From an optimization exercise on the open Yosys and OpenROAD flow, aimed at small area, a short achievable clock period and few clock cycles per item; shortcuts taken in it are not production practice.
Only simulation tests tie the RTL to the original design; equivalence was not proved.

==> flow/design.v (excerpt) <==
module pipelined_prime_sieve (
  input  logic                          clk_i,
  input  logic                          rst_ni,
  input  logic                          in_valid_i,
  output logic                          in_stall_o,
  input  logic [pps_pkg::ValueBits-1:0] in_value_i,
  output logic                          out_valid_o,
  input  logic                          out_stall_i,
  output logic [pps_pkg::ValueBits-1:0] out_prime_value_o,
  output logic                          out_overflow_o
);
clock: 7.0 ns
lec_check: 0
cap_margin: 20
core_margin: 2
core_utilization: 40
setup_slack_margin: 2.5
slew_margin: 20
run.sh (not shown) runs the stock make flow with config.mk's settings and CLKGATE_MAP_FILE= SYNTH_SCRIPT=/design/flow/synth_recipe.tcl, a recipe that flattens the netlist after the stock synthesis.
Testbench counts at the start, summed over its fixed seeds: cycles 4,157, items 3,080.
==> next run, changes <==
--- a/flow/design.v
+++ b/flow/design.v
@@ -202,17 +202,15 @@
   logic [NS-1:0][14:0] lim_q;
   logic [NS-1:0][3:0]  sh_q;
   logic [NS-1:0]       filled_q;    
   logic                pend_q;      
   logic [NS-1:0]       top_slot;    
   assign top_slot = filled_q & ~{1'b0, filled_q[NS-1:1]};
   logic        b_valid_q, p_valid_q, q_valid_q, r_valid_q;
-  logic [15:0] b_v_q, p_v_q, p_v3_q, q_v_q, r_v_q, p_nv;
-  logic [7:0]  q_q0h_q;           
-  logic        q_lel0_q;          
+  logic [15:0] b_v_q, p_v_q, p_v3_q, q_v_q, q_v3_q, q_q0_q, r_v_q, r_v3_q, p_nv;
   logic        q_ok0_q;           
   logic        acc, alive_in, q_drop, p_go;
   logic [15:0] p_q0;
   logic        p_mok0;
   assign in_stall_o = b_valid_q;
   assign acc        = in_valid_i && !b_valid_q;
   assign alive_in   = |in_value_i[15:1];
@@ -220,18 +218,16 @@
     .v_i   (p_v_q),
     .v3_i  (p_v3_q),
     .inv_i (inv_q[0]),
     .sh_i  (sh_q[0]),
     .q_o   (p_q0),
     .mok_o (p_mok0)
   );
-  logic [7:0] lim0h;
-  assign lim0h  = {lim_q[0][14] & lim_q[0][13], lim_q[0][14:8]};
   assign q_drop = q_ok0_q &&
-      ((q_q0h_q < lim0h) || ((q_q0h_q == lim0h) && q_lel0_q));
+      (q_q0_q <= {lim_q[0][14] & lim_q[0][13], lim_q[0]});
   logic         a_valid_q, a_old_q, a_last_q;
   logic [15:0]  a_v_q, a_v3_q;      
   logic [G-1:0] a_goh_q;            
   logic [T-1:0][15:1] a_inv_q;
   logic [T-1:0][14:0] s_lim;         
   logic [T-1:0][3:0]  s_sh;
   logic [T-1:0]       a_fil_q, a_wt_q;
@@ -256,25 +252,24 @@
       .inv_i (a_inv_q[t]),
       .sh_i  (s_sh[t]),
       .q_o   (q_t[t]),
       .mok_o (mok_t[t])
     );
   end
   logic         d_valid_q, d_old_q, d_div, d_wt_q, d_last_q;
-  logic [T-1:0][7:0]  d_qh_q;       
-  logic [T-1:0][7:0]  d_lh_q;       
-  logic [T-1:0]       d_lel_q;      
+  logic [T-1:0][15:0] d_q_q;        
+  logic [T-1:0][14:0] d_lim_q;
   logic [T-1:0]       d_ok_q;       
   logic [T-1:0]       d_div_t;
   for (genvar t = 0; t < T; t++) begin : g_cmp
     assign d_div_t[t] = d_ok_q[t] &&
-        ((d_qh_q[t] < d_lh_q[t]) || ((d_qh_q[t] == d_lh_q[t]) && d_lel_q[t]));
+        (d_q_q[t] <= {d_lim_q[t][14] & d_lim_q[t][13], d_lim_q[t]});
   end
   assign d_div = |d_div_t;
-  logic [15:0]  d_v_q;
+  logic [15:0]  d_v_q, d_v3_q;
   logic [G-1:0] d_goh_q;
   logic         st_q;               
   logic         st2_q;              
   logic         pass, surv, drop, depart, keep, adv, store, out_ok;
   logic         n_valid, take;
   logic [15:0]  n_v;
   assign out_ok = !out_valid_q || !out_stall_i;
@@ -295,15 +290,15 @@
   assign r_free   = !r_valid_q || e_from_r;
   assign q_to_r   = q_fwd && !e_from_q && r_free;
   assign q_free   = !q_valid_q || q_drop || e_from_q || q_to_r;
   assign p_to_q   = p_valid_q && !e_from_p && q_free;
   assign p_go     = !p_valid_q || e_from_p || p_to_q;    
   assign n_valid  = r_valid_q || q_fwd || (PreBypass && p_valid_q);
   assign n_v      = r_valid_q ? r_v_q : q_fwd ? q_v_q : p_v_q;
-  assign n_v3     = n_v + {n_v[14:0], 1'b0};
+  assign n_v3     = r_valid_q ? r_v3_q : q_fwd ? q_v3_q : p_v3_q;
   assign p_nv     = b_valid_q ? b_v_q : in_value_i;
   logic [G-1:0] n_goh;
   logic         n_last;
   logic [T-1:0][15:1] n_inv;
   logic [T-1:0]       n_fil, n_wt;
   assign n_goh = !keep ? G'(1) : adv ? {d_goh_q[G-2:0], 1'b0} : d_goh_q;
   always_comb begin
@@ -359,40 +354,39 @@
       end else if (acc && alive_in) begin
         b_valid_q <= 1'b1;
       end
     end
   end
   always_ff @(posedge clk_i) begin
     d_v_q    <= a_v_q;
-    for (int t = 0; t < T; t++) begin
-      d_qh_q[t]  <= q_t[t][15:8];
-      d_lh_q[t]  <= {s_lim[t][14] & s_lim[t][13], s_lim[t][14:8]};
-      d_lel_q[t] <= q_t[t][7:0] <= s_lim[t][7:0];
-    end
+    d_v3_q   <= a_v3_q;
+    d_q_q    <= q_t;
+    d_lim_q  <= s_lim;
     d_ok_q   <= a_fil_q & ~a_wt_q & mok_t;
     d_wt_q   <= |(a_fil_q & a_wt_q);
     d_last_q <= a_last_q;
     a_last_q <= n_last;
     a_inv_q  <= n_inv;
     a_fil_q  <= n_fil;
     a_wt_q   <= n_wt;
     if (keep) begin
       a_v_q  <= d_v_q;
-      a_v3_q <= d_v_q + {d_v_q[14:0], 1'b0};
+      a_v3_q <= d_v3_q;
     end else begin
       a_v_q  <= n_v;
       a_v3_q <= n_v3;
     end
     if (r_free) begin
       r_v_q  <= q_v_q;
+      r_v3_q <= q_v3_q;
     end
     if (q_free) begin
       q_v_q   <= p_v_q;
-      q_q0h_q  <= p_q0[15:8];
-      q_lel0_q <= p_q0[7:0] <= lim_q[0][7:0];
+      q_v3_q  <= p_v3_q;
+      q_q0_q  <= p_q0;
       q_ok0_q <= filled_q[0] && !(pend_q && top_slot[0]) && p_mok0;
     end
     if (p_go) begin
       p_v_q  <= p_nv;
       p_v3_q <= p_nv + {p_nv[14:0], 1'b0};
     end
     if (acc) b_v_q <= in_value_i;
The new run ran to the end with no violations.
Utilization went up by 0.15 points.
First-iteration DRC count went down by 7.3%.
Count of clock-buffer cells in the layout went up by 20.
Final area went up by 3.8%.
Flip-flop and latch count went up by 110.
Critical path depth went down by 1.
Worst setup slack loses 0.029 ns.
Clock skew went down by 0.038 ns.
Via count hardly moves.
Routed wire length went up by about 4%.
Sequential share of layout area went up by 2.4 points.
Testbench counts after the change, summed over its fixed seeds: cycles 4,157, items 3,080.

-- separate check: timing with driven ports --
No port has a modelled driver above. Below, the same layouts with a new extraction and two added sets of constraints. Step 1, drivers: a clkbuf_16 drives clk_i and a buf_2 each remaining input, both assumed. Step 2 also shifts input and output timing later by t, the mid clock arrival at the registers, as if the neighbouring blocks saw the same clock. Slacks: no drivers / after step 1 / after step 2; pairs: no drivers / after step 1.
| run | shift t [ns] | setup WS [ns] | hold WS [ns] | worst register clock-pin slew, ns |
|---|---|---|---|---|
| the first run | 0.799 | 2.620 / 2.620 / 2.094 | 0.329 / 0.329 / 0.329 | 0.08 / 0.08 |
| the second run | 0.791 | 2.591 / 2.591 / 2.110 | 0.334 / 0.334 / 0.334 | 0.07 / 0.07 |
After both steps every run listed still meets setup and hold. For the first run, which loses most, drivers alone change the setup slack by 0.000 ns; drivers and shift together by -0.526 ns.
